Source: an optimization exercise on an open RTL-to-GDS flow (aim: small area, a short achievable clock period and few clock cycles per item). Production flows keep margins and buffers that such runs may drop.
In this exercise RTL edits were held to simulation tests only and were not proved equivalent to the original.

== job 9587 ==
// table_factor_log10
module table_factor_log10 #(
	parameter int FACTOR_STAGES = tfl_pkg::FACTOR_STAGES_DEF
) (
	input  logic        clk,
	input  logic        arst_n,
	input  logic        s_axis_tvalid,
	output logic        s_axis_tready,
	input  logic [63:0] s_axis_tdata,    
	output logic        m_axis_tvalid,
	input  logic        m_axis_tready,
	output logic [31:0] m_axis_tdata,    
	output logic        m_axis_tuser     
);
Size: roughly 340 flip-flops, ~40000 µm² of cells after synthesis.
export LEC_CHECK = 0
export CAP_MARGIN = 20
export CORE_MARGIN = 2
export CORE_UTILIZATION = 55
export PLACE_DENSITY = 0.7
export SETUP_SLACK_MARGIN = 5
export SLEW_MARGIN = 20
create_clock -name core_clock -period 12.0 [get_ports {clk}]
run.sh (not shown) runs the stock make flow with config.mk's settings and CLKGATE_MAP_FILE= SYNTH_SCRIPT=/design/flow/synth_recipe.tcl, a recipe that flattens the netlist after the stock synthesis.
Testbench counts of job 9587, summed over its fixed seeds: cycles 42,445, items 1,920.
### job 9587 -> job 365
--- a/flow/design.v
+++ b/flow/design.v
@@ -1268,96 +1268,77 @@
 			q_z  <= z_q;
 			q_n1 <= n1_q;
 		end
 	end
 	logic        f_busy_q;   
 	logic        f_z_q;      
 	logic [3:0]  f_sel_q;    
 	logic [35:0] f_c_q;      
 	logic [35:0] f_m_q;      
 	logic [31:0] f_acc_q;    
 	logic [35:0] f_t;
 	logic        f_ok;
-	logic        f_new_q;    
-	logic        f_add_q;    
-	logic [3:0]  f_lsel_q;   
-	logic [35:0] f_m;
-	assign f_m = f_new_q ? q_m : f_m_q;
 	tfl_mul u_mul (
 		.c   (f_c_q),
-		.m   (f_m),
+		.m   (f_m_q),
 		.sel (f_sel_q),
 		.t   (f_t),
 		.ok  (f_ok)
 	);
 	logic [16:0] f_log;
-	logic [31:0] f_acc;
-	assign f_log = tfl_pkg::stage_log(f_lsel_q);
-	assign f_acc = f_acc_q + (f_add_q ? 32'(f_log) : 32'd0);
+	assign f_log = tfl_pkg::stage_log(f_sel_q);
 	logic [1:0] q_n0;
 	assign q_n0 = q_m[35] ? 2'd3 : q_m[34] ? 2'd2 : q_m[33] ? 2'd1 : 2'd0;
 	logic ovalid_q;
 	logic out_free;
 	logic f_last, f_fin;
 	assign out_free = !ovalid_q || m_axis_tready;
 	assign f_last   = f_busy_q && (f_z_q || (f_sel_q[3] && !f_ok));
 	assign f_fin    = f_last && out_free;
 	assign f_take   = q_v && (!f_busy_q || f_fin);
 	always_ff @(posedge clk or negedge arst_n) begin
 		if (!arst_n) begin
 			f_busy_q <= 1'b0;
 		end else if (f_take) begin
 			f_busy_q <= 1'b1;
 		end else if (f_fin) begin
 			f_busy_q <= 1'b0;
 		end
 	end
-	always_ff @(posedge clk or negedge arst_n) begin
-		if (!arst_n) begin
-			f_new_q <= 1'b0;
-		end else begin
-			f_new_q <= f_take;
-		end
-	end
 	always_ff @(posedge clk) begin
 		if (f_take) begin
 			f_z_q   <= q_z;
+			f_m_q   <= q_m;
 			f_c_q   <= tfl_pkg::stage1_prod(q_n0, q_n1);
+			f_acc_q <= {{3{q_d[4]}}, q_d, tfl_pkg::stage01_log(q_n0, q_n1)};
 			f_sel_q <= 4'b0001;
 		end else if (f_busy_q && !f_z_q && !f_last) begin
 			if (f_ok) begin
 				f_c_q   <= f_t;
+				f_acc_q <= f_acc_q + 32'(f_log);
 			end else begin
 				f_sel_q <= {f_sel_q[2:0], 1'b0};
 			end
 		end
-		f_add_q  <= f_busy_q && !f_z_q && !f_last && f_ok;
-		f_lsel_q <= f_sel_q;
-		if (f_new_q) begin
-			f_m_q   <= q_m;
-			f_acc_q <= {{3{q_d[4]}}, q_d, tfl_pkg::stage01_log(q_n0, q_n1)};
-		end else begin
-			f_acc_q <= f_acc;
-		end
 	end
 	logic [31:0] log_q;
 	logic        stat_q;
 	always_ff @(posedge clk or negedge arst_n) begin
 		if (!arst_n) begin
 			ovalid_q <= 1'b0;
 		end else if (f_fin) begin
 			ovalid_q <= 1'b1;
 		end else if (m_axis_tready) begin
 			ovalid_q <= 1'b0;
 		end
 	end
 	always_ff @(posedge clk) begin
 		if (out_free) begin
-			log_q  <= f_z_q ? '0 : f_acc;
+			log_q  <= f_z_q ? '0 : f_acc_q;
 			stat_q <= f_z_q;
 		end
 	end
 	assign s_axis_tready = st_idle;
 	assign m_axis_tvalid = ovalid_q;
 	assign m_axis_tdata  = log_q;
 	assign m_axis_tuser  = stat_q;
 endmodule
Notes after the runs:
Looking at the reports, job 365 completed the entire flow and the layout it produced met the timing, DRC and antenna checks.
Job 365 — number of sequential storage elements 6 lower, job 9587 as reference
Relative to job 9587, via count normalized by instance count has gone down in job 365.
Taking job 9587 as the reference, in job 365 met1 wire length has increased, non-clock buffer count went up, slew at the pin closest to its max-slew limit now larger, synthesized cell count went down by about 1.8%.
Higher number of gates given a new drive strength after cts among job 9587 and job 365: job 9587
Adder and majority cell fraction of the synthesized area of job 9587 is on par with job 365.
NOTE routed wire length job 9587->job 365 increased by a few percent
Testbench counts of job 365, summed over its fixed seeds: cycles 42,445, items 1,920.

-- what the ideal ports hide --
No port has a modelled driver above. Below, the same layouts with a new extraction and two added sets of constraints. Step 1 sets driving cells, clkbuf_16 on the clock port and buf_2 on the other inputs (assumed; they add their load-dependent delay and slew). Step 2 adds t to the input delays and takes it off the output delays; t is the mean of the earliest and latest rising clock arrival at the registers after step 1. Input paths then give back, and output paths get back, about the clock's delay inside the block. a / b / c = ideal ports / drivers / drivers and shift; a / b = the first two.
run	shift t [ns]	setup WS [ns]	slew at the worst register clock pin (ns)	worst data-port slew with drivers (ns)
job 9587	0.643	4.741 / 4.741 / 4.741	0.06 / 0.06	0.06
job 365	0.672	5.033 / 5.033 / 5.033	0.07 / 0.07	0.05
After both steps setup and hold are still met in every run listed.
